What follows belongs to an exercise in optimizing a design on an open flow for small area, a short achievable clock period and few clock cycles per item; a production flow would make more cautious choices.
Function was not checked in any run shown here: the RTL went through the layout flow alone.

## flow/design.v

```verilog
package aes_pkg;
   localparam int BYTE_W = 8;
   typedef logic [BYTE_W-1:0] lane_t;
endpackage
module sb_xor2 (input logic a, b, output logic y); assign y = a ^ b; endmodule
module sb_xnor2 (input logic a, b, output logic y); assign y = ~(a ^ b); endmodule
module sb_nand2 (input logic a, b, output logic y); assign y = ~(a & b); endmodule
module sb_nor2 (input logic a, b, output logic y); assign y = ~(a | b); endmodule
module sb_nand2b (input logic an, b, output logic y); assign y = ~(~an & b); endmodule
module sb_nor2b (input logic a, bn, output logic y); assign y = ~(a | ~bn); endmodule
module sb_mux2i (input logic s, a0, a1, output logic y); assign y = ~(s ? a1 : a0); endmodule
module sb_mux2 (input logic s, a0, a1, output logic y); assign y = s ? a1 : a0; endmodule
module sb_inv (input logic a, output logic y); assign y = ~a; endmodule
module sbox_st0 (input logic [7:0] si, input logic inv, output logic [11:0] so);
   logic n1;
   logic n2;
   logic n3;
   logic n4;
   logic n5;
   logic n6;
   logic n7;
   logic n8;
   logic n9;
   logic n10;
   logic n11;
   logic n12;
   logic n15;
   logic n16;
   logic n17;
   logic n18;
   logic n19;
   logic n20;
   logic n21;
   logic n22;
   logic T2;
   logic T3;
   logic T5;
   logic T6;
   logic T7;
   logic T8;
   logic T9;
   logic T11;
   logic T12;
   logic T14;
   logic T18;
   logic T20;
   logic T21;
   logic T22;
   logic T23;
   logic T24;
   logic T25;
   logic T26;
   logic T27;
   logic M1;
   logic M2;
   logic M3;
   logic M4;
   logic M5;
   logic M6;
   logic M7;
   logic M8;
   logic M9;
   logic M11;
   logic M12;
   logic M13;
   logic M14;
   logic M15;
   logic M16;
   logic M17;
   logic M18;
   logic n23;
   logic n24;
   logic n25;
   sb_xnor2 g0 (.a(si[2]), .b(si[5]), .y(n1));
   sb_xnor2 g1 (.a(si[1]), .b(si[6]), .y(n2));
   sb_xor2 g2 (.a(si[0]), .b(si[3]), .y(n3));
   sb_xor2 g3 (.a(si[4]), .b(si[7]), .y(n4));
   sb_xor2 g4 (.a(si[5]), .b(n3), .y(n5));
   sb_xnor2 g5 (.a(si[1]), .b(n4), .y(n6));
   sb_xor2 g6 (.a(si[2]), .b(n4), .y(n7));
   sb_xnor2 g7 (.a(si[0]), .b(n1), .y(n8));
   sb_xor2 g8 (.a(si[6]), .b(n3), .y(n9));
   sb_xnor2 g9 (.a(si[4]), .b(n2), .y(n10));
   sb_xnor2 g10 (.a(si[3]), .b(n2), .y(n11));
   sb_xor2 g11 (.a(si[7]), .b(n1), .y(n12));
   sb_mux2i g12 (.s(inv), .a0(si[0]), .a1(n12), .y(n15));
   sb_mux2i g13 (.s(inv), .a0(si[1]), .a1(n9), .y(n16));
   sb_mux2i g14 (.s(inv), .a0(si[2]), .a1(n6), .y(n17));
   sb_mux2i g15 (.s(inv), .a0(si[3]), .a1(n8), .y(n18));
   sb_mux2i g16 (.s(inv), .a0(si[4]), .a1(n11), .y(n19));
   sb_mux2i g17 (.s(inv), .a0(si[5]), .a1(n7), .y(n20));
   sb_mux2i g18 (.s(inv), .a0(si[6]), .a1(n5), .y(n21));
   sb_mux2i g19 (.s(inv), .a0(si[7]), .a1(n10), .y(n22));
   sb_xor2 g20 (.a(n22), .b(n19), .y(so[6]));
   sb_xor2 g21 (.a(n22), .b(n17), .y(T2));
   sb_xor2 g22 (.a(n22), .b(n16), .y(T3));
   sb_xor2 g23 (.a(n19), .b(n17), .y(so[7]));
   sb_xor2 g24 (.a(n18), .b(n16), .y(T5));
   sb_xor2 g25 (.a(so[6]), .b(T5), .y(T6));
   sb_xor2 g26 (.a(n21), .b(n20), .y(T7));
   sb_xnor2 g27 (.a(n15), .b(T6), .y(T8));
   sb_xnor2 g28 (.a(n15), .b(T7), .y(T9));
   sb_xor2 g29 (.a(T6), .b(T7), .y(so[3]));
   sb_xor2 g30 (.a(n21), .b(n17), .y(T11));
   sb_xnor2 g31 (.a(n20), .b(n17), .y(T12));
   sb_xor2 g32 (.a(T3), .b(so[7]), .y(so[4]));
   sb_xor2 g33 (.a(T6), .b(T11), .y(T14));
   sb_xor2 g34 (.a(T5), .b(T11), .y(so[2]));
   sb_xnor2 g35 (.a(T5), .b(T12), .y(so[0]));
   sb_xor2 g36 (.a(T9), .b(so[0]), .y(so[1]));
   sb_xor2 g37 (.a(n19), .b(n15), .y(T18));
   sb_xor2 g38 (.a(T7), .b(T18), .y(so[5]));
   sb_xor2 g39 (.a(so[6]), .b(so[5]), .y(T20));
   sb_xor2 g40 (.a(n16), .b(n15), .y(T21));
   sb_xor2 g41 (.a(T7), .b(T21), .y(T22));
   sb_xor2 g42 (.a(T2), .b(T22), .y(T23));
   sb_xor2 g43 (.a(T2), .b(so[3]), .y(T24));
   sb_xor2 g44 (.a(T20), .b(so[1]), .y(T25));
   sb_xor2 g45 (.a(T3), .b(so[0]), .y(T26));
   sb_xnor2 g46 (.a(so[6]), .b(T12), .y(T27));
   sb_nand2 g47 (.a(so[4]), .b(T6), .y(M1));
   sb_nand2 g48 (.a(T23), .b(T8), .y(M2));
   sb_xnor2 g49 (.a(T14), .b(M1), .y(M3));
   sb_nand2b g50 (.an(n15), .b(so[5]), .y(M4));
   sb_xnor2 g51 (.a(M4), .b(M1), .y(M5));
   sb_nand2 g52 (.a(T3), .b(so[0]), .y(M6));
   sb_nand2 g53 (.a(T22), .b(T9), .y(M7));
   sb_xnor2 g54 (.a(T26), .b(M6), .y(M8));
   sb_nand2 g55 (.a(T20), .b(so[1]), .y(M9));
   sb_nand2 g56 (.a(so[6]), .b(so[2]), .y(M11));
   sb_nand2 g57 (.a(so[7]), .b(T27), .y(M12));
   sb_xnor2 g58 (.a(M12), .b(M11), .y(M13));
   sb_nand2 g59 (.a(T2), .b(so[3]), .y(M14));
   sb_xnor2 g60 (.a(M14), .b(M11), .y(M15));
   sb_xor2 g61 (.a(M3), .b(M2), .y(M16));
   sb_xnor2 g62 (.a(M5), .b(T24), .y(M17));
   sb_xnor2 g63 (.a(M8), .b(M7), .y(M18));
   sb_xor2 g64 (.a(M16), .b(M13), .y(so[8]));
   sb_xnor2 g65 (.a(M17), .b(M15), .y(so[9]));
   sb_xnor2 g66 (.a(M18), .b(M13), .y(so[10]));
   sb_xnor2 g67 (.a(M6), .b(M11), .y(n23));
   sb_xor2 g68 (.a(n23), .b(M9), .y(n24));
   sb_xor2 g69 (.a(M14), .b(T25), .y(n25));
   sb_xnor2 g70 (.a(n24), .b(n25), .y(so[11]));
endmodule
module sbox_st1 (input logic [11:0] si, input logic inv, output logic [7:0] so);
   logic n10078;
   logic n10079;
   logic n10080;
   logic n10081;
   logic n10082;
   logic n10083;
   logic n10084;
   logic n10085;
   logic n10086;
   logic n10087;
   logic n10088;
   logic M24;
   logic M25;
   logic M26;
   logic M27;
   logic M28;
   logic M29;
   logic M30;
   logic M31;
   logic M32;
   logic M33;
   logic M34;
   logic M35;
   logic M36;
   logic M37;
   logic M38;
   logic M39;
   logic M40;
   logic M41;
   logic M42;
   logic M43;
   logic M44;
   logic M45;
   logic M46;
   logic M47;
   logic M48;
   logic M49;
   logic M50;
   logic M51;
   logic M52;
   logic M53;
   logic M54;
   logic M55;
   logic M56;
   logic M57;
   logic M58;
   logic M59;
   logic M60;
   logic M61;
   logic M62;
   logic M63;
   logic n26;
   logic n27;
   logic n28;
   logic n29;
   logic n30;
   logic n31;
   logic n32;
   logic n33;
   logic n34;
   logic n35;
   logic n36;
   logic n37;
   logic n38;
   logic n39;
   logic n40;
   logic n41;
   logic n42;
   logic n43;
   logic n44;
   logic n45;
   logic n46;
   logic n47;
   logic n48;
   logic n51;
   logic n53;
   logic n54;
   logic n55;
   logic n58;
   sb_xnor2 g0 (.a(si[0]), .b(si[3]), .y(n10078));
   sb_xor2 g1 (.a(si[4]), .b(si[5]), .y(n10079));
   sb_xor2 g2 (.a(si[6]), .b(si[7]), .y(n10080));
   sb_xnor2 g3 (.a(si[2]), .b(n10078), .y(n10081));
   sb_xnor2 g4 (.a(si[1]), .b(n10078), .y(n10082));
   sb_xor2 g5 (.a(si[1]), .b(si[2]), .y(n10083));
   sb_xor2 g6 (.a(si[0]), .b(si[1]), .y(n10084));
   sb_xor2 g7 (.a(si[2]), .b(si[3]), .y(n10085));
   sb_xor2 g8 (.a(si[4]), .b(si[7]), .y(n10086));
   sb_xor2 g9 (.a(n10079), .b(n10080), .y(n10087));
   sb_xor2 g10 (.a(si[5]), .b(si[6]), .y(n10088));
   sb_xnor2 g11 (.a(si[10]), .b(si[11]), .y(M24));
   sb_nand2 g12 (.a(si[10]), .b(si[8]), .y(M25));
   sb_xor2 g13 (.a(si[9]), .b(M25), .y(M26));
   sb_xnor2 g14 (.a(si[8]), .b(si[9]), .y(M27));
   sb_xor2 g15 (.a(si[11]), .b(M25), .y(M28));
   sb_nor2 g16 (.a(M28), .b(M27), .y(M29));
   sb_nor2 g17 (.a(M26), .b(M24), .y(M30));
   sb_nand2 g18 (.a(si[8]), .b(si[11]), .y(M31));
   sb_nor2 g19 (.a(M27), .b(M31), .y(M32));
   sb_xor2 g20 (.a(M27), .b(M25), .y(M33));
   sb_nand2 g21 (.a(si[9]), .b(si[10]), .y(M34));
   sb_nor2 g22 (.a(M24), .b(M34), .y(M35));
   sb_xnor2 g23 (.a(M24), .b(M25), .y(M36));
   sb_xor2 g24 (.a(si[9]), .b(M29), .y(M37));
   sb_xor2 g25 (.a(M32), .b(M33), .y(M38));
   sb_xor2 g26 (.a(si[11]), .b(M30), .y(M39));
   sb_xnor2 g27 (.a(M35), .b(M36), .y(M40));
   sb_xor2 g28 (.a(M38), .b(M40), .y(M41));
   sb_xor2 g29 (.a(M37), .b(M39), .y(M42));
   sb_xor2 g30 (.a(M37), .b(M38), .y(M43));
   sb_xor2 g31 (.a(M39), .b(M40), .y(M44));
   sb_xor2 g32 (.a(M42), .b(M41), .y(M45));
   sb_nand2 g33 (.a(M44), .b(n10081), .y(M46));
   sb_nand2 g34 (.a(M40), .b(n10082), .y(M47));
   sb_nand2 g35 (.a(M39), .b(n10083), .y(M48));
   sb_nand2 g36 (.a(M43), .b(si[0]), .y(M49));
   sb_nand2 g37 (.a(M38), .b(n10084), .y(M50));
   sb_nand2 g38 (.a(M37), .b(si[1]), .y(M51));
   sb_nand2 g39 (.a(M42), .b(si[2]), .y(M52));
   sb_nand2 g40 (.a(M45), .b(n10085), .y(M53));
   sb_nand2 g41 (.a(M41), .b(si[3]), .y(M54));
   sb_nand2 g42 (.a(M44), .b(si[4]), .y(M55));
   sb_nand2 g43 (.a(M40), .b(n10079), .y(M56));
   sb_nand2 g44 (.a(M39), .b(si[5]), .y(M57));
   sb_nand2 g45 (.a(M43), .b(n10086), .y(M58));
   sb_nand2 g46 (.a(M38), .b(n10087), .y(M59));
   sb_nand2 g47 (.a(M37), .b(n10088), .y(M60));
   sb_nand2 g48 (.a(M42), .b(si[6]), .y(M61));
   sb_nand2 g49 (.a(M45), .b(si[7]), .y(M62));
   sb_nand2 g50 (.a(M41), .b(n10080), .y(M63));
   sb_xnor2 g51 (.a(M61), .b(M62), .y(n26));
   sb_xnor2 g52 (.a(M55), .b(n26), .y(n27));
   sb_xor2 g53 (.a(M50), .b(M56), .y(n28));
   sb_xnor2 g54 (.a(M51), .b(M59), .y(n29));
   sb_xnor2 g55 (.a(M49), .b(n28), .y(n30));
   sb_xnor2 g56 (.a(M54), .b(M58), .y(n31));
   sb_xor2 g57 (.a(M46), .b(M48), .y(n32));
   sb_xor2 g58 (.a(M53), .b(n31), .y(n33));
   sb_xor2 g59 (.a(n26), .b(n29), .y(n34));
   sb_xor2 g60 (.a(M60), .b(n32), .y(n35));
   sb_xnor2 g61 (.a(M46), .b(M47), .y(n36));
   sb_xor2 g62 (.a(M52), .b(M53), .y(n37));
   sb_xnor2 g63 (.a(M51), .b(n28), .y(n38));
   sb_xor2 g64 (.a(M50), .b(n33), .y(n39));
   sb_xor2 g65 (.a(M52), .b(n35), .y(n40));
   sb_xor2 g66 (.a(M61), .b(M63), .y(n41));
   sb_xor2 g67 (.a(M49), .b(M58), .y(n42));
   sb_xor2 g68 (.a(n26), .b(n35), .y(n43));
   sb_xnor2 g69 (.a(n32), .b(n42), .y(n44));
   sb_xor2 g70 (.a(M56), .b(n36), .y(n45));
   sb_xor2 g71 (.a(n30), .b(n37), .y(n46));
   sb_xor2 g72 (.a(M48), .b(n38), .y(n47));
   sb_xnor2 g73 (.a(M47), .b(n47), .y(n48));
   sb_xnor2 g74 (.a(n34), .b(n39), .y(so[1]));
   sb_xor2 g75 (.a(n27), .b(n46), .y(so[7]));
   sb_xor2 g76 (.a(M57), .b(n30), .y(n51));
   sb_xnor2 g77 (.a(n34), .b(n44), .y(so[0]));
   sb_xnor2 g78 (.a(n33), .b(n51), .y(n53));
   sb_xnor2 g79 (.a(n37), .b(n45), .y(n54));
   sb_xor2 g80 (.a(n30), .b(n36), .y(n55));
   sb_xor2 g81 (.a(n27), .b(n54), .y(so[6]));
   sb_xnor2 g82 (.a(n43), .b(n53), .y(so[2]));
   sb_xnor2 g83 (.a(n31), .b(n41), .y(n58));
   sb_xor2 g84 (.a(n40), .b(n58), .y(so[5]));
   sb_xnor2 g85 (.a(n27), .b(n48), .y(so[3]));
   sb_xnor2 g86 (.a(n27), .b(n55), .y(so[4]));
endmodule
module sbox_st2 (input logic [7:0] si, input logic inv, output logic [7:0] so);
   logic n62;
   logic n63;
   logic n64;
   logic n65;
   logic n66;
   logic n67;
   logic n68;
   logic n69;
   logic n70;
   logic n71;
   logic n72;
   logic n73;
   sb_xor2 g0 (.a(si[0]), .b(si[3]), .y(n62));
   sb_xnor2 g1 (.a(si[4]), .b(si[7]), .y(n63));
   sb_xnor2 g2 (.a(si[1]), .b(si[6]), .y(n64));
   sb_xnor2 g3 (.a(si[2]), .b(si[5]), .y(n65));
   sb_xnor2 g4 (.a(si[4]), .b(n64), .y(n66));
   sb_xor2 g5 (.a(si[5]), .b(n62), .y(n67));
   sb_xor2 g6 (.a(si[6]), .b(n62), .y(n68));
   sb_xnor2 g7 (.a(si[3]), .b(n64), .y(n69));
   sb_xor2 g8 (.a(si[1]), .b(n63), .y(n70));
   sb_xnor2 g9 (.a(si[2]), .b(n63), .y(n71));
   sb_xor2 g10 (.a(si[7]), .b(n65), .y(n72));
   sb_xnor2 g11 (.a(si[0]), .b(n65), .y(n73));
   sb_mux2i g12 (.s(inv), .a0(si[0]), .a1(n72), .y(so[0]));
   sb_mux2i g13 (.s(inv), .a0(si[1]), .a1(n68), .y(so[1]));
   sb_mux2i g14 (.s(inv), .a0(si[2]), .a1(n70), .y(so[2]));
   sb_mux2i g15 (.s(inv), .a0(si[3]), .a1(n73), .y(so[3]));
   sb_mux2i g16 (.s(inv), .a0(si[4]), .a1(n69), .y(so[4]));
   sb_mux2i g17 (.s(inv), .a0(si[5]), .a1(n71), .y(so[5]));
   sb_mux2i g18 (.s(inv), .a0(si[6]), .a1(n67), .y(so[6]));
   sb_mux2i g19 (.s(inv), .a0(si[7]), .a1(n66), .y(so[7]));
endmodule
module subbytes_stream
#(
   parameter int LANES      = 16,
   parameter int CNT_W      = 32
) (
   input  logic                    clk,
   input  logic                    rst,
   input  logic                    in_valid,
   output logic                    in_ready,
   input  logic [aes_pkg::BYTE_W*LANES-1:0] in_data,
   input  logic                    in_inv,
   input  logic                    in_last,
   output logic                    out_valid,
   input  logic                    out_ready,
   output logic [aes_pkg::BYTE_W*LANES-1:0] out_data,
   output logic                    out_last,
   output logic [CNT_W-1:0]        beat_count
);
   localparam int W1 = 12;
   localparam int W2 = 8;
   logic [W1*LANES-1:0] s1_d, s1_q;
   logic [W2*LANES-1:0] s2_d, s2_q;
   logic [2:1] inv_q, last_q, valid_q;
   logic load, in_fire;
   logic [CNT_W-1:0] cnt_q, cnt_d;
   genvar gi;
   for (gi = 0; gi < LANES; gi++) begin : g_lane
      sbox_st0 u_st0 (.si(in_data[aes_pkg::BYTE_W*gi +: aes_pkg::BYTE_W]), .inv(in_inv), .so(s1_d[W1*gi +: W1]));
      sbox_st1 u_st1 (.si(s1_q[W1*gi +: W1]), .inv(inv_q[1]), .so(s2_d[W2*gi +: W2]));
      sbox_st2 u_st2 (.si(s2_q[W2*gi +: W2]), .inv(inv_q[2]), .so(out_data[aes_pkg::BYTE_W*gi +: aes_pkg::BYTE_W]));
   end
   assign load      = ~valid_q[2] | out_ready;
   assign in_ready  = load;
   assign in_fire   = in_valid & load;
   assign out_valid = valid_q[2];
   assign out_last  = last_q[2];
   beat_count_next #(.W(CNT_W)) u_cnt (.q(cnt_q), .inc(in_fire), .d(cnt_d));
   assign beat_count = cnt_q;
   always_ff @(posedge clk or posedge rst) begin
      if (rst) begin
         valid_q <= '0;
         cnt_q   <= '0;
      end else begin
         if (load) valid_q <= {valid_q[2-1:1], in_valid};
         cnt_q <= cnt_d;
      end
   end
   always_ff @(posedge clk) begin
      if (load) begin
         s1_q <= s1_d;
         inv_q[1] <= in_inv;
         last_q[1] <= in_last;
         s2_q <= s2_d;
         inv_q[2] <= inv_q[1];
         last_q[2] <= last_q[1];
      end
   end
endmodule
module beat_count_next
#(
   parameter int W = 32
) (
   input  logic [W-1:0] q,
   input  logic         inc,
   output logic [W-1:0] d
);
   logic [W-1:0] ones, tn;
   always_comb begin
      ones[0] = 1'b1;
      for (int i = 1; i < W; i++) ones[i] = ones[i-1] & q[i-1];
   end
   sb_xor2 u_b0 (.a(q[0]), .b(inc), .y(d[0]));
   assign tn[0] = 1'b0;
   genvar gi;
   for (gi = 1; gi < W; gi++) begin : g_bit
      sb_nand2 u_t (.a(inc), .b(ones[gi]), .y(tn[gi]));
      sb_xnor2 u_d (.a(q[gi]), .b(tn[gi]), .y(d[gi]));
   end
endmodule
```

## flow/flow/run.sh

```bash
#!/bin/bash
# The standard layout (standard.sh), except that the port buffers that
# buffer_ports inserts are sky130_fd_sc_hd__buf_2 cells instead of its default pick.
set -euo pipefail
export BUFFER_PORTS_ARGS="-buffer_cell sky130_fd_sc_hd__buf_2"
bash standard.sh > standard_make.log 2>&1
```

## flow/standard.sh

```bash
#!/bin/bash
# synth_recipe.tcl (not shown) runs the flow's synth.tcl, then flattens the netlist and writes it again
# the make line also repeats each setting of config.mk as NAME=value (left out here)
make -C /OpenROAD-flow-scripts/flow DESIGN_CONFIG=/design/flow/config.mk WORK_HOME=/design/flow/orfs CLKGATE_MAP_FILE= SYNTH_SCRIPT=/design/flow/synth_recipe.tcl "${@:-finish}"
```

## flow/config.mk

```make
export PLATFORM = sky130hd
export DESIGN_NAME = subbytes_stream
export DESIGN_NICKNAME = subbytes_stream
export VERILOG_FILES = /design/flow/design.v
export SDC_FILE = /design/flow/constraint.sdc
export NUM_CORES = 8
export LEC_CHECK = 0
export CAP_MARGIN = 20
export CORE_MARGIN = 2
export CORE_UTILIZATION = 45
export CTS_BUF_LIST = sky130_fd_sc_hd__clkbuf_4 sky130_fd_sc_hd__clkbuf_8
export PLACE_DENSITY = 0.6
export SETUP_SLACK_MARGIN = 2.2
export SLEW_MARGIN = 20
export SYNTH_HIERARCHICAL = 1
export SYNTH_MINIMUM_KEEP_SIZE = 0
```

## flow/constraint.sdc

```tcl
create_clock -name core_clock -period 5.5 [get_ports {clk}]
set_input_delay 1.1000 -clock core_clock [delete_from_list [all_inputs] [get_ports {clk}]]
set_output_delay 1.1000 -clock core_clock [all_outputs]
set_load 0.01 [all_outputs]
```

==> run notes, run 1 <==
- Status: timing/DRC/antenna clean
- Largest net degree at the start of global routing: 156
- Post-DP HPWL: 51.6 mm
- IO Pins: 297
- Grt ovf: 0
- Dpl ws: 1.25 ns
- Inst Count DP: 4616
- Tcrit/Tclk final: 59.9%
- Avg Inst Size Synth: 10.2 um2
- Met1 Use GR: 21.9%
- Hold path endpoint: inv_q[2]
- PnR worst setup slack: 2.21 ns
- Gate Count Post-Synth: 3342
- DR WL/cell: 13.8 um
- Vias per cell: 4.64
- First-pass GRT wire length: 108 mm
- Slew Limit Fails: 0
- Vias: 22000
- Die area: 77700 um2
- Post-route insts no fill: 4746
- Setup Skew: 0.0295 ns
- Global Route met2 Usage: 28.6%
- Synth unique cells: 25
- M3 GR Usage: 2.29%
- 1st-pass router iterations: 4
- Hold Crit Class: register to register
- Mapped cell area: 34000 um2
- Reg2reg setup slack: 2.39 ns
- Synthesized net count: 3476
- Clock Sink Count: 358
- Hold Path Stages: 0
- Relative slew slack: 40.7%
- Startpoint types: input port
- Nets: 3856
- Critical R2R Launch: s1_q[141]
- Setup_tns: 0 ns
- Port bufs: 296
- Count of final hold-check violations: 0
- Highest clock rate: 0.304 GHz
- Die Height: 279 um
- Most used routing layer: met2
- Setup Viol. Count Final: 0
- Total wire length: 65.5 mm
- Antenna Nets Post-Route: 0
- RSZ-0062 raised after global routing: true
- CTS Buf Count: 70
- Root Buffer: clkbuf_8
- Clock transition at path regs: 0.06 ns
- DR iter-0 viols: 857
- Layout area overhead: 15.2%
- Remaining design rule violation count: 0
- Cts hold-fix bufs: 0
- Initial antenna violation count: 4
- Core Box Area: 74600 um2
- Worst slew pin tran: 0.889 ns
- Yosys Warn Count: 8
- Worst r2r path cells: 9
- Hold wc startpoint: inv_q[1]
- Maximum clock path buffer count: 3
- R2R Path End: s2_q[95]
- Starting density of the core: 45.6%
- CTS H-tree depth: 3
- Min cycle time layout: 3.29 ns
- WP data arrival: 3.65 ns
- Gp weighted congestion: 0.847
- Flops & latches, synth: 358
- Clock Latency Late Sink: 0.63 ns
- Setup CP Type: input port to register
- FP Rows: 100
- Max Cap Violations: 0
- CP Capture Type: register
- CP startpoint: in_inv
- Fraction of layout cells with a size suffix above 1: 15.2%
- GRT Util Overall: 16.7%
- Sequential area share after synthesis: 31.1%
- CP max FO: 48
- CTS tree: yes
- Vias in the first global route: 21900
- Worst path required time: 5.85 ns
- Die Wd: 279 um
stage by stage:
step	area, um2	util, %	hold WS (ns)
finish	39200	52.5	0.424
global placement	37200	49.8	0.403
CTS	38700	51.9	0.429
detailed placement	37200	49.8	0.406
floorplan	34300	-	0.400
global route	39200	52.5	0.431
sequential cells by signal, summed over array words and instances (netlist names):
name and count:
cnt_q 32, inv_q 2, last_q 2, s1_q 192, s2_q 128, valid_q 2
worst max-delay path, stage by stage:
cell and delay (ns):
buf_12 0.27, buf_16 0.36, mux2i_1 0.36, xor2_1 0.45, xor2_1 0.29, xor2_1 0.25
xor2_1 0.21, xor2_1 0.19, xnor2_1 0.09
kinds of logic after synthesis:
logic type	share of synthesized area (%)
buf+inv	0.136
mux	7.58
simple gates	7.53
xor+xnor	53.6
flops	31.1
how the worst max path moves through the flow:
stage	to	slack (ns)	cells after the start
6_report	s1_q[59]	2.21	9
5_1_grt	s1_q[59]	2.08	9
4_1_cts	s1_q[167]	2.15	9
3_5_place_dp	s1_q[119]	1.25	9
3_3_place_gp	s1_q[47]	1.30	9
2_1_floorplan	out_data[0]	-0.29	1
repair_timing:
item	in CTS	in global routing
gates cloned	1	0
setup endpoints to repair	162	113
resized for setup	31	73
buffers inserted	2	0
pin swaps	0	2
endpoints found under the hold margin	0	0
cell type report:
| cell class | count | area (um2) |
|---|---|---|
| multi-input cells | 2972 | 24200 |
| flip-flops and latches | 358 | 10600 |
| clock buffers | 95 | 1180 |
| clock inverters | 29 | 195 |
| fillers | 6918 | 35400 |
| well taps | 969 | 1210 |
| repair buffers | 310 | 1700 |
| diodes | 3 | 7.51 |
| inverters | 10 | 37.5 |
layout by cell type, fill, tap and decap left out, types with 3 or more instances in the layout:
cell	netlist	final
xor2_1	1201	1140
xnor2_1	879	850
nand2_1	504	504
edfxtp_1	324	324
buf_2	1	295
mux2i_1	256	202
clkbuf_8	0	75
nor2_1	70	70
xor2_2	0	61
mux2i_2	0	53
dfrtp_1	34	34
xnor2_2	0	29
clkbuf_4	0	20
nand2b_1	16	16
clkinv_1	0	14
inv_1	10	10
nor3_1	10	10
nand3_1	7	7
clkinv_2	0	7
nand4_1	6	6
buf_4	0	6
and2_1	4	4
and3_1	4	4
nor4_1	4	4
nor4_2	4	4
clkinvlp_4	0	4
diode_2	0	3
buf_12	0	3
buf_6	0	3
routing by layer:
metal	share of wire [%]	vias up
li1	-	11500
met1	47	10100
met2	48	322
met3	3.6	81
met4	2.0	2
met5	0.020	-
cells in the mapped netlist (all sizes together):
cell	count	area share [%]
nor4	8	0.22
mux2	1	0.044
xor2	1201	31
dfrtp	34	2.5
nand2b	17	0.34
or4	1	0.033
or2b	1	0.022
edfxtp	324	29
nor2	70	0.77
and4	1	0.026
inv	10	0.11
nand4	6	0.11
xnor2	879	23
buf	2	0.026
nand4b	1	0.026
mux2i	256	7.5
nand2	504	5.6
and3	4	0.074
nand3	7	0.10
nor3	10	0.15
and2	5	0.096
modules after synthesis (local to each module, per instance), excerpt:
module / times used / area [um2] / flip-flops and latches / cells inside
sb_nand2: 495 / 3.75 / 0 / 1
subbytes_stream: 1 / 10600 / 358 / 363
sb_nor2: 64 / 3.75 / 0 / 1
sb_mux2i: 256 / 10.0 / 0 / 1
sb_xor2: 1201 / 8.76 / 0 / 1
sb_xnor2: 879 / 8.76 / 0 / 1
==> run 2, diff against run 1 <==
--- a/flow/config.mk
+++ b/flow/config.mk
@@ -10,7 +10,7 @@
 export CORE_UTILIZATION = 45
 export CTS_BUF_LIST = sky130_fd_sc_hd__clkbuf_4 sky130_fd_sc_hd__clkbuf_8
 export PLACE_DENSITY = 0.6
-export SETUP_SLACK_MARGIN = 2.2
+export SETUP_SLACK_MARGIN = 2.4
 export SLEW_MARGIN = 20
 export SYNTH_HIERARCHICAL = 1
 export SYNTH_MINIMUM_KEEP_SIZE = 0
==> run 2 against run 1 <==
  * Sequential share of layout area decreased by 1.4 points
  * Critical path depth unchanged
  * Register-to-register slack improved by 0.13 ns
  * Non-clock buffer count increased by 35
  * Clock skew decreased by 0.0036 ns
  * Core utilization increased by 2.8 points
  * Maximum frequency increased by 5.8%
  * Critical path type unchanged
==> run notes, run 2 <==
- Multi-input logic area: 26000 um2
- Tcrit/Tclk final: 56.6%
- Gp weighted congestion: 0.841
- Biggest regs: s1_q (192), s2_q (128), cnt_q (32)
- Starting density of the core: 45.6%
- Yosys Warn Count: 8
- Vias: 22000
- Count of final hold-check violations: 0
- Slowest stage delay, CP: 0.39 ns
- Met1 Use GR: 22.4%
- Commonest cells post-synth: xor2_1 (1201), xnor2_1 (879), nand2_1 (504)
- Mapped cell area: 34000 um2
- Layout area overhead: 21.4%
- Synthesized net count: 3476
- FP Rows: 100
- IO Pins: 297
- Largest reg by FF count: s1_q
- Maximum clock path buffer count: 3
- CTS Buf Count: 66
- Die Height: 279 um
- Antenna Nets Post-Route: 0
- Top FF cell, synth: edfxtp_1
- Vias per cell: 4.62
- DR iter-0 viols: 611
- Hold Crit Class: register to register
- Setup CP Type: input port to register
- First-pass GRT wire length: 110 mm
- CP max FO: 24
- Grt ovf: 0
- Relative slew slack: 47.2%
- RSZ-0062 raised after global routing: true
- Vias in the first global route: 22100
- Max Cap Violations: 0
- Most frequent cell after synthesis: xor2_1
- Largest net degree at the start of global routing: 120
- CP top delay family: XOR/XNOR gates
- Gate Count Post-Synth: 3342
- Setup Viol. Count Final: 0
- Port bufs: 296
- Dpl ws: 1.25 ns
- WP data arrival: 3.47 ns
- Fillers: 6688
- Die area: 77700 um2
- CP Capture Type: register
- Global Route met2 Usage: 28.7%
- Highest clock rate: 0.321 GHz
- Worst slew pin tran: 0.792 ns
- Remaining design rule violation count: 0
- Clock Sink Count: 358
- Synth async-reset ratio: 9.50%
- GRT Util Overall: 17.1%
- Post-DP HPWL: 52.5 mm
- 1st-pass router iterations: 5
- Clock Latency Late Sink: 0.61 ns
- Clock transition at path regs: 0.05 ns
- Top cells by area, synth: xor2_1 (31%), edfxtp_1 (29%), xnor2_1 (23%)
- Final Hold Slack: 0.428 ns
- Most used routing layer: met2
- Commonest cells after routing, fill and taps aside: xor2_1 (1076), xnor2_1 (777), nand2_1 (504)
- Area leader, netlist: xor2_1
- Root Buffer: clkbuf_8
- Status: timing/DRC/antenna clean
- Total wire length: 68.6 mm
- Avg Inst Size Synth: 10.2 um2
- Min cycle time layout: 3.11 ns
- Area fraction of the dominant cell type after synthesis: 31.0%
- CTS tree: yes
- Critical path's slowest cell: mux2i_2
- Max reg flops: 192
- Initial antenna violation count: 4
- Worst path required time: 5.86 ns
- Flops & latches, synth: 358
- Leading cell type in the layout, fill and taps excluded: xor2_1
- CTS H-tree depth: 3
- Number of synthesized flops with an enable pin: 324
- Die Wd: 279 um
- Setup Skew: 0.0259 ns
- Slew Limit Fails: 0
- PnR worst setup slack: 2.39 ns
- M3 GR Usage: 3.15%
- DR WL/cell: 14.4 um
- Core Box Area: 74600 um2
- Worst path cell trace: buf_16, buf_12, mux2i_2, xor2_2, xor2_2, xor2_1, nand2_1, xor2_1, xnor2_1
- Nets: 3887
- Synth unique cells: 25
- Startpoint types: input port
- Register area: 10600 um2
- Worst Path Buf+Inv: 2
- Sequential area share after synthesis: 31.1%
- Fraction of layout cells with a size suffix above 1: 21.3%
-- run 2: changes by cell type in the layout (fill, tap and decap cells not counted), moves of 5 or more --
| cell | previous run | this run |
|---|---|---|
| clkbuf_4 | 20 | 15 |
| xnor2_1 | 850 | 777 |
| clkinv_1 | 14 | 6 |
| xor2_4 | 0 | 19 |
| xnor2_2 | 29 | 100 |
| buf_4 | 6 | 32 |
| mux2i_2 | 53 | 95 |
| mux2i_4 | 1 | 27 |
| mux2i_1 | 202 | 134 |
| xor2_2 | 61 | 106 |
| xor2_1 | 1140 | 1076 |
-- run 2: Yosys stat by module (local to each module, per instance), a selection --
module	times used	flip-flops and latches
sb_nand2b	16	0
sb_nand2	495	0
subbytes_stream	1	358
sb_xor2	1201	0
sb_mux2i	256	0
sb_nor2	64	0
sb_xnor2	879	0
-- run 2: timing repair --
item                                    in CTS  in global routing
endpoints found under the setup margin     194                206
gates resized for setup                     27                158
pin swaps                                    3                 14
gates cloned                                 2                  4
hold buffers                                 0                  0
buffers inserted                             4                 25
-- run 2: final cells by class --
type,count,area share (%)
Multi-Input combinational cell,2972,63.0
Clock inverter,24,0.549
Tap cell,969,2.94
Sequential cell,358,25.7
Inverter,10,0.0910
Clock buffer,87,2.68
Antenna cell,2,0.0121
Timing Repair Buffer,345,5.07
-- run 2: logic make-up (layout without fill, tap and decap cells) --
logic type	Yosys count	count (layout)	share of synthesized area, %
XOR/XNOR	2080	2080	53.6
AND/OR/NAND/NOR	635	635	7.53
flip-flops	358	358	31.1
multiplexers	257	257	7.58
buffers and inverters	12	466	0.136
other	0	2	0
-- run 2: worst reg2reg max path: cells and delay by family, from the launching register on --
| kind | cells | cell delay, ns |
|---|---|---|
| xor+xnor | 8 | 2.08 |
| flops | 1 | 0.51 |
| simple gates | 1 | 0.13 |
-- run 2: per-layer routing --
layer / vias to the layer above / wire (um)
met5: - / 16
met4: 2 / 1800
met3: 106 / 2930
met2: 338 / 32000
met1: 10100 / 31900
li1: 11500 / -
-- run 2: worst paths after layout --
| path | start | to | slack (ns) | cells after the start |
|---|---|---|---|---|
| min in group asynchronous | rst | cnt_q[28] | 0.58 | 3 |
| worst max register to register | s1_q[177] | s2_q[113] | 2.52 | 9 |
| max in group asynchronous | rst | cnt_q[11] | 4.60 | 3 |
| worst min register to register | last_q[1] | last_q[2] | 0.43 | 0 |
| worst max-delay path | in_inv | s1_q[11] | 2.39 | 9 |
| worst min-delay path | last_q[1] | last_q[2] | 0.43 | 0 |
-- run 2: metrics by stage --
step                      cells  setup TNS, ns  area [um2]  utilization (%)
after global placement     4619              0       38200             51.3
after floorplan            3342         -36.91       35400                -
after detailed placement   4619              0       38200             51.3
after CTS                  4736              0       39800             53.4
after global routing       4767              0       41200             55.3
final                      4767              0       41200             55.3
==> run 3, diff against run 2 <==
--- a/flow/design.v
+++ b/flow/design.v
@@ -2,6 +2,16 @@
    localparam int BYTE_W = 8;
    typedef logic [BYTE_W-1:0] lane_t;
 endpackage
+module sb_gf16inv_0 (input logic [3:0] d, output logic [3:0] y);
+   localparam logic [15:0] T0 = 16'h54cd;
+   localparam logic [15:0] T1 = 16'h8d9c;
+   localparam logic [15:0] T2 = 16'h3f09;
+   localparam logic [15:0] T3 = 16'hf506;
+   assign y[0] = T0[d];
+   assign y[1] = T1[d];
+   assign y[2] = T2[d];
+   assign y[3] = T3[d];
+endmodule
 module sb_xor2 (input logic a, b, output logic y); assign y = a ^ b; endmodule
 module sb_xnor2 (input logic a, b, output logic y); assign y = ~(a ^ b); endmodule
 module sb_nand2 (input logic a, b, output logic y); assign y = ~(a & b); endmodule
@@ -135,9 +145,9 @@
    sb_xor2 g61 (.a(M3), .b(M2), .y(M16));
    sb_xnor2 g62 (.a(M5), .b(T24), .y(M17));
    sb_xnor2 g63 (.a(M8), .b(M7), .y(M18));
-   sb_xor2 g64 (.a(M16), .b(M13), .y(so[8]));
+   sb_xnor2 g64 (.a(M16), .b(M13), .y(so[8]));
    sb_xnor2 g65 (.a(M17), .b(M15), .y(so[9]));
-   sb_xnor2 g66 (.a(M18), .b(M13), .y(so[10]));
+   sb_xor2 g66 (.a(M18), .b(M13), .y(so[10]));
    sb_xnor2 g67 (.a(M6), .b(M11), .y(n23));
    sb_xor2 g68 (.a(n23), .b(M9), .y(n24));
    sb_xor2 g69 (.a(M14), .b(T25), .y(n25));
@@ -155,19 +165,6 @@
    logic n10086;
    logic n10087;
    logic n10088;
-   logic M24;
-   logic M25;
-   logic M26;
-   logic M27;
-   logic M28;
-   logic M29;
-   logic M30;
-   logic M31;
-   logic M32;
-   logic M33;
-   logic M34;
-   logic M35;
-   logic M36;
    logic M37;
    logic M38;
    logic M39;
@@ -234,82 +231,66 @@
    sb_xor2 g8 (.a(si[4]), .b(si[7]), .y(n10086));
    sb_xor2 g9 (.a(n10079), .b(n10080), .y(n10087));
    sb_xor2 g10 (.a(si[5]), .b(si[6]), .y(n10088));
-   sb_xnor2 g11 (.a(si[10]), .b(si[11]), .y(M24));
-   sb_nand2 g12 (.a(si[10]), .b(si[8]), .y(M25));
-   sb_xor2 g13 (.a(si[9]), .b(M25), .y(M26));
-   sb_xnor2 g14 (.a(si[8]), .b(si[9]), .y(M27));
-   sb_xor2 g15 (.a(si[11]), .b(M25), .y(M28));
-   sb_nor2 g16 (.a(M28), .b(M27), .y(M29));
-   sb_nor2 g17 (.a(M26), .b(M24), .y(M30));
-   sb_nand2 g18 (.a(si[8]), .b(si[11]), .y(M31));
-   sb_nor2 g19 (.a(M27), .b(M31), .y(M32));
-   sb_xor2 g20 (.a(M27), .b(M25), .y(M33));
-   sb_nand2 g21 (.a(si[9]), .b(si[10]), .y(M34));
-   sb_nor2 g22 (.a(M24), .b(M34), .y(M35));
-   sb_xnor2 g23 (.a(M24), .b(M25), .y(M36));
-   sb_xor2 g24 (.a(si[9]), .b(M29), .y(M37));
-   sb_xor2 g25 (.a(M32), .b(M33), .y(M38));
-   sb_xor2 g26 (.a(si[11]), .b(M30), .y(M39));
-   sb_xnor2 g27 (.a(M35), .b(M36), .y(M40));
-   sb_xor2 g28 (.a(M38), .b(M40), .y(M41));
-   sb_xor2 g29 (.a(M37), .b(M39), .y(M42));
-   sb_xor2 g30 (.a(M37), .b(M38), .y(M43));
-   sb_xor2 g31 (.a(M39), .b(M40), .y(M44));
-   sb_xor2 g32 (.a(M42), .b(M41), .y(M45));
-   sb_nand2 g33 (.a(M44), .b(n10081), .y(M46));
-   sb_nand2 g34 (.a(M40), .b(n10082), .y(M47));
-   sb_nand2 g35 (.a(M39), .b(n10083), .y(M48));
-   sb_nand2 g36 (.a(M43), .b(si[0]), .y(M49));
-   sb_nand2 g37 (.a(M38), .b(n10084), .y(M50));
-   sb_nand2 g38 (.a(M37), .b(si[1]), .y(M51));
-   sb_nand2 g39 (.a(M42), .b(si[2]), .y(M52));
-   sb_nand2 g40 (.a(M45), .b(n10085), .y(M53));
-   sb_nand2 g41 (.a(M41), .b(si[3]), .y(M54));
-   sb_nand2 g42 (.a(M44), .b(si[4]), .y(M55));
-   sb_nand2 g43 (.a(M40), .b(n10079), .y(M56));
-   sb_nand2 g44 (.a(M39), .b(si[5]), .y(M57));
-   sb_nand2 g45 (.a(M43), .b(n10086), .y(M58));
-   sb_nand2 g46 (.a(M38), .b(n10087), .y(M59));
-   sb_nand2 g47 (.a(M37), .b(n10088), .y(M60));
-   sb_nand2 g48 (.a(M42), .b(si[6]), .y(M61));
-   sb_nand2 g49 (.a(M45), .b(si[7]), .y(M62));
-   sb_nand2 g50 (.a(M41), .b(n10080), .y(M63));
-   sb_xnor2 g51 (.a(M61), .b(M62), .y(n26));
-   sb_xnor2 g52 (.a(M55), .b(n26), .y(n27));
-   sb_xor2 g53 (.a(M50), .b(M56), .y(n28));
-   sb_xnor2 g54 (.a(M51), .b(M59), .y(n29));
-   sb_xnor2 g55 (.a(M49), .b(n28), .y(n30));
-   sb_xnor2 g56 (.a(M54), .b(M58), .y(n31));
-   sb_xor2 g57 (.a(M46), .b(M48), .y(n32));
-   sb_xor2 g58 (.a(M53), .b(n31), .y(n33));
-   sb_xor2 g59 (.a(n26), .b(n29), .y(n34));
-   sb_xor2 g60 (.a(M60), .b(n32), .y(n35));
-   sb_xnor2 g61 (.a(M46), .b(M47), .y(n36));
-   sb_xor2 g62 (.a(M52), .b(M53), .y(n37));
-   sb_xnor2 g63 (.a(M51), .b(n28), .y(n38));
-   sb_xor2 g64 (.a(M50), .b(n33), .y(n39));
-   sb_xor2 g65 (.a(M52), .b(n35), .y(n40));
-   sb_xor2 g66 (.a(M61), .b(M63), .y(n41));
-   sb_xor2 g67 (.a(M49), .b(M58), .y(n42));
-   sb_xor2 g68 (.a(n26), .b(n35), .y(n43));
-   sb_xnor2 g69 (.a(n32), .b(n42), .y(n44));
-   sb_xor2 g70 (.a(M56), .b(n36), .y(n45));
-   sb_xor2 g71 (.a(n30), .b(n37), .y(n46));
-   sb_xor2 g72 (.a(M48), .b(n38), .y(n47));
-   sb_xnor2 g73 (.a(M47), .b(n47), .y(n48));
-   sb_xnor2 g74 (.a(n34), .b(n39), .y(so[1]));
-   sb_xor2 g75 (.a(n27), .b(n46), .y(so[7]));
-   sb_xor2 g76 (.a(M57), .b(n30), .y(n51));
-   sb_xnor2 g77 (.a(n34), .b(n44), .y(so[0]));
-   sb_xnor2 g78 (.a(n33), .b(n51), .y(n53));
-   sb_xnor2 g79 (.a(n37), .b(n45), .y(n54));
-   sb_xor2 g80 (.a(n30), .b(n36), .y(n55));
-   sb_xor2 g81 (.a(n27), .b(n54), .y(so[6]));
-   sb_xnor2 g82 (.a(n43), .b(n53), .y(so[2]));
-   sb_xnor2 g83 (.a(n31), .b(n41), .y(n58));
-   sb_xor2 g84 (.a(n40), .b(n58), .y(so[5]));
-   sb_xnor2 g85 (.a(n27), .b(n48), .y(so[3]));
-   sb_xnor2 g86 (.a(n27), .b(n55), .y(so[4]));
+   sb_gf16inv_0 g11 (.d({si[11], si[10], si[9], si[8]}), .y({M40, M39, M38, M37}));
+   sb_xor2 g12 (.a(M38), .b(M40), .y(M41));
+   sb_xor2 g13 (.a(M37), .b(M39), .y(M42));
+   sb_xor2 g14 (.a(M37), .b(M38), .y(M43));
+   sb_xor2 g15 (.a(M39), .b(M40), .y(M44));
+   sb_xor2 g16 (.a(M42), .b(M41), .y(M45));
+   sb_nand2 g17 (.a(M44), .b(n10081), .y(M46));
+   sb_nand2 g18 (.a(M40), .b(n10082), .y(M47));
+   sb_nand2 g19 (.a(M39), .b(n10083), .y(M48));
+   sb_nand2 g20 (.a(M43), .b(si[0]), .y(M49));
+   sb_nand2 g21 (.a(M38), .b(n10084), .y(M50));
+   sb_nand2 g22 (.a(M37), .b(si[1]), .y(M51));
+   sb_nand2 g23 (.a(M42), .b(si[2]), .y(M52));
+   sb_nand2 g24 (.a(M45), .b(n10085), .y(M53));
+   sb_nand2 g25 (.a(M41), .b(si[3]), .y(M54));
+   sb_nand2 g26 (.a(M44), .b(si[4]), .y(M55));
+   sb_nand2 g27 (.a(M40), .b(n10079), .y(M56));
+   sb_nand2 g28 (.a(M39), .b(si[5]), .y(M57));
+   sb_nand2 g29 (.a(M43), .b(n10086), .y(M58));
+   sb_nand2 g30 (.a(M38), .b(n10087), .y(M59));
+   sb_nand2 g31 (.a(M37), .b(n10088), .y(M60));
+   sb_nand2 g32 (.a(M42), .b(si[6]), .y(M61));
+   sb_nand2 g33 (.a(M45), .b(si[7]), .y(M62));
+   sb_nand2 g34 (.a(M41), .b(n10080), .y(M63));
+   sb_xnor2 g35 (.a(M61), .b(M62), .y(n26));
+   sb_xor2 g36 (.a(M55), .b(n26), .y(n27));
+   sb_xnor2 g37 (.a(M50), .b(M56), .y(n28));
+   sb_xor2 g38 (.a(M51), .b(M59), .y(n29));
+   sb_xor2 g39 (.a(M49), .b(n28), .y(n30));
+   sb_xor2 g40 (.a(M54), .b(M58), .y(n31));
+   sb_xor2 g41 (.a(M46), .b(M48), .y(n32));
+   sb_xnor2 g42 (.a(M53), .b(n31), .y(n33));
+   sb_xnor2 g43 (.a(n26), .b(n29), .y(n34));
+   sb_xor2 g44 (.a(M60), .b(n32), .y(n35));
+   sb_xnor2 g45 (.a(M46), .b(M47), .y(n36));
+   sb_xnor2 g46 (.a(M52), .b(M53), .y(n37));
+   sb_xor2 g47 (.a(M51), .b(n28), .y(n38));
+   sb_xor2 g48 (.a(M50), .b(n33), .y(n39));
+   sb_xor2 g49 (.a(M52), .b(n35), .y(n40));
+   sb_xor2 g50 (.a(M61), .b(M63), .y(n41));
+   sb_xor2 g51 (.a(M49), .b(M58), .y(n42));
+   sb_xnor2 g52 (.a(n26), .b(n35), .y(n43));
+   sb_xnor2 g53 (.a(n32), .b(n42), .y(n44));
+   sb_xor2 g54 (.a(M56), .b(n36), .y(n45));
+   sb_xor2 g55 (.a(n30), .b(n37), .y(n46));
+   sb_xnor2 g56 (.a(M48), .b(n38), .y(n47));
+   sb_xor2 g57 (.a(M47), .b(n47), .y(n48));
+   sb_xnor2 g58 (.a(n34), .b(n39), .y(so[1]));
+   sb_xor2 g59 (.a(n27), .b(n46), .y(so[7]));
+   sb_xor2 g60 (.a(M57), .b(n30), .y(n51));
+   sb_xnor2 g61 (.a(n34), .b(n44), .y(so[0]));
+   sb_xnor2 g62 (.a(n33), .b(n51), .y(n53));
+   sb_xor2 g63 (.a(n37), .b(n45), .y(n54));
+   sb_xnor2 g64 (.a(n30), .b(n36), .y(n55));
+   sb_xnor2 g65 (.a(n27), .b(n54), .y(so[6]));
+   sb_xor2 g66 (.a(n43), .b(n53), .y(so[2]));
+   sb_xnor2 g67 (.a(n31), .b(n41), .y(n58));
+   sb_xnor2 g68 (.a(n40), .b(n58), .y(so[5]));
+   sb_xor2 g69 (.a(n27), .b(n48), .y(so[3]));
+   sb_xnor2 g70 (.a(n27), .b(n55), .y(so[4]));
 endmodule
 module sbox_st2 (input logic [7:0] si, input logic inv, output logic [7:0] so);
    logic n62;
--- a/flow/config.mk
+++ b/flow/config.mk
@@ -10,7 +10,7 @@
 export CORE_UTILIZATION = 45
 export CTS_BUF_LIST = sky130_fd_sc_hd__clkbuf_4 sky130_fd_sc_hd__clkbuf_8
 export PLACE_DENSITY = 0.6
-export SETUP_SLACK_MARGIN = 2.4
+export SETUP_SLACK_MARGIN = 2.3
 export SLEW_MARGIN = 20
 export SYNTH_HIERARCHICAL = 1
 export SYNTH_MINIMUM_KEEP_SIZE = 0
==> run 3 against run 2 <==
  * Register-to-register slack got worse by 0.06 ns
  * Highest routed layer unchanged
  * Hold slack worse by 0.011 ns
  * Flip-flop and latch count unchanged
  * Maximum frequency decreased by 1.3%
==> run notes, run 3 <==
- CP max FO: 31
- Leading cell type in the layout, fill and taps excluded: xor2_1
- DR WL/cell: 14.4 um
- Area fraction of the dominant cell type after synthesis: 28.1%
- Top cells by area, synth: edfxtp_1 (28%), xor2_1 (28%), xnor2_1 (21%)
- DP Area: 38200 um2
- Initial antenna violation count: 8
- CTS Buf Count: 71
- Highest clock rate: 0.317 GHz
- Vias in the first global route: 22500
- Port bufs: 296
- Vias: 22800
- Reg2reg setup slack: 2.46 ns
- Slew Limit Fails: 0
- Critical path's slowest cell: mux2i_2
- DR iter-0 viols: 882
- Biggest regs: s1_q (192), s2_q (128), cnt_q (32)
- Hold Crit Class: register to register
- Core Box Area: 76100 um2
- Worst slew pin tran: 1.08 ns
- Worst path cell trace: buf_16, buf_12, mux2i_2, xnor2_1, xnor2_1, xor2_1, xor2_1, xor2_1, xnor2_1
- Avg Inst Size Synth: 10.3 um2
- Largest reg by FF count: s1_q
- RSZ-0062 raised after global routing: true
- Sequential area share after synthesis: 30.6%
- Setup crit end: s1_q[155]
- Min cycle time layout: 3.15 ns
- Setup_tns: 0 ns
- Nets: 3925
- Clock Latency Late Sink: 0.64 ns
- Final instance area: 40800 um2
- Synth unique cells: 33
- Clock transition at path regs: 0.05 ns
- Cts hold-fix bufs: 0
- Die Height: 281 um
- Status: timing/DRC/antenna clean
- Maximum clock path buffer count: 3
- Synthesized net count: 3540
- Remaining design rule violation count: 0
- Worst Path Buf+Inv: 2
- Yosys Warn Count: 8
- First-pass GRT wire length: 111 mm
- Gp weighted congestion: 0.829
- Gate Count Post-Synth: 3358
- Antenna Nets Post-Route: 0
- CP top delay family: XOR/XNOR gates
- Max reg flops: 192
- CTS H-tree depth: 3
- Levels on crit path: 9
- CP startpoint: in_inv
- Tcrit/Tclk final: 57.3%
- Relative slew slack: 28.0%
- R2R Path End: s2_q[71]
- Starting density of the core: 45.5%
- 1st-pass router iterations: 5
- CTS tree: yes
- Setup CP Type: input port to register
- WP data arrival: 3.54 ns
- GRT Util Overall: 17.1%
- Most frequent cell after synthesis: xor2_1
- Max Cap Violations: 0
- Mapped cell area: 34600 um2
- Post-DP HPWL: 54.0 mm
- Die area: 79200 um2
- Total wire length: 69.5 mm
- Top FF cell, synth: edfxtp_1
- Commonest cells after routing, fill and taps aside: xor2_1 (1015), xnor2_1 (775), nand2_1 (456)
- Number of synthesized flops with an enable pin: 324
- Flops & latches, synth: 358
- Startpoint types: input port
- Setup Viol. Count Final: 0
- Commonest cells post-synth: xor2_1 (1105), xnor2_1 (815), nand2_1 (456)
- Clock Sink Count: 358
- Root Buffer: clkbuf_8
- Worst path required time: 5.89 ns
- CP Capture Type: register
- IO Pins: 297
- Count of final hold-check violations: 0
- Worst r2r path cells: 10
- Vias per cell: 4.71
- Setup Skew: 0.0206 ns
- Die Wd: 281 um
- Fraction of layout cells with a size suffix above 1: 18.4%
- Grt ovf: 0
- Critical R2R Launch: s1_q[105]
- Area leader, netlist: edfxtp_1
- Slowest stage delay, CP: 0.42 ns
- FP Rows: 101
- Largest net degree at the start of global routing: 178
- Synth async-reset ratio: 9.50%
- Layout area overhead: 17.7%
-- run 3: cell count changes after synthesis, moves of 48 or more --
cell,before,now
ha_1,0,48
inv_1,10,58
nand2_1,504,456
nor2_1,70,6
xnor2_1,879,815
xor2_1,1201,1105
-- run 3: what timing repair did --
action                     4_1_cts  5_1_grt
setup buffers                    4       17
resized for setup               39       82
setup endpoints to repair      149      146
pin swaps                        3       39
gates cloned                     1        1
-- run 3: Yosys stat by module, one instance, submodules excluded, excerpt --
module,flip-flops and latches,area [um2],cells,times used
subbytes_stream,358,10600,363,1
sb_gf16inv_0,0,154,18,16
sb_nand2b,0,6.26,1,16
sb_xor2,0,8.76,1,1105
sb_nand2,0,3.75,1,447
sb_mux2i,0,10.0,1,256
sb_xnor2,0,8.76,1,815
-- run 3: worst min-delay path by stage --
stage / start / to / cells after the start / slack (ns)
3_5_place_dp: inv_q[1] / inv_q[2] / 0 / 0.41
6_report: inv_q[1] / inv_q[2] / 0 / 0.42
5_1_grt: inv_q[1] / inv_q[2] / 0 / 0.42
4_1_cts: inv_q[1] / inv_q[2] / 0 / 0.42
3_3_place_gp: inv_q[1] / inv_q[2] / 0 / 0.40
2_1_floorplan: inv_q[1] / inv_q[2] / 0 / 0.40
-- run 3: logic make-up (layout without fill, tap and decap cells) --
logic type	Yosys count	count (layout)	synth area share, %
mux	273	273	8.14
compound gates	96	96	2.26
buf+inv	76	515	1.17
other cells	0	7	0
simple gates	587	587	7.57
fa+ha+maj	48	48	1.73
xor+xnor	1920	1920	48.6
flops	358	358	30.6
-- run 3: area by class of cell --
| class | instances | area (um2) |
|---|---|---|
| sequential | 358 | 10600 |
| timing repair buffer | 330 | 1890 |
| clock buffer | 93 | 1170 |
| inverter | 58 | 218 |
| fill | 6989 | 35300 |
| clock inverter | 34 | 315 |
| multi-input combinational | 2924 | 25300 |
| tap | 1030 | 1290 |
| antenna | 7 | 17.5 |
-- run 3: per-stage QoR --
| step | util (%) | hold slack (ns) | std cells | worst slack, ns |
|---|---|---|---|---|
| floorplan | - | 0.400 | 3358 | -0.288 |
| global placement | 50.2 | 0.402 | 4677 | 1.40 |
| detailed placement | 50.2 | 0.406 | 4677 | 1.33 |
| CTS | 52.6 | 0.418 | 4809 | 2.30 |
| global route | 53.6 | 0.423 | 4832 | 2.24 |
| finish | 53.6 | 0.417 | 4834 | 2.35 |
-- run 3: layer usage --
metal | vias to the layer above | track usage [%] | routed length [um]
li1 | 11800 | - | -
met1 | 10600 | 22.1 | 31700
met2 | 333 | 29.6 | 33600
met3 | 81 | 3.05 | 3110
met4 | 4 | 3.90 | 1030
met5 | - | 0 | 27

[static timing again, ports no longer ideal]
The flow's constraints put no driver on any port. The routed layouts listed below were extracted and timed again, unchanged, in two steps. Step 1 sets driving cells, clkbuf_16 on the clock port and buf_2 on the other inputs (assumed; they add their load-dependent delay and slew). Step 2 adds t to the input delays and takes it off the output delays; t is the mean of the earliest and latest rising clock arrival at the registers after step 1. Input paths then give back, and output paths get back, about the clock's delay inside the block. a / b / c = ideal / step 1 / step 2; a / b = the first two.
run	t (ns)	setup WS [ns]	clock arrival spread, ns	worst register clock-pin slew, ns
run 1	0.669	2.206 / 2.200 / 1.532	0.035 / 0.035	0.06 / 0.06
run 2	0.659	2.386 / 2.229 / 1.570	0.037 / 0.037	0.06 / 0.06
run 3	0.692	2.346 / 2.219 / 1.527	0.023 / 0.023	0.07 / 0.07
After both steps setup and hold are still met in every run listed. The setup slack of run 3, which loses most, moves by -0.127 ns with the drivers and by -0.819 ns with both steps.
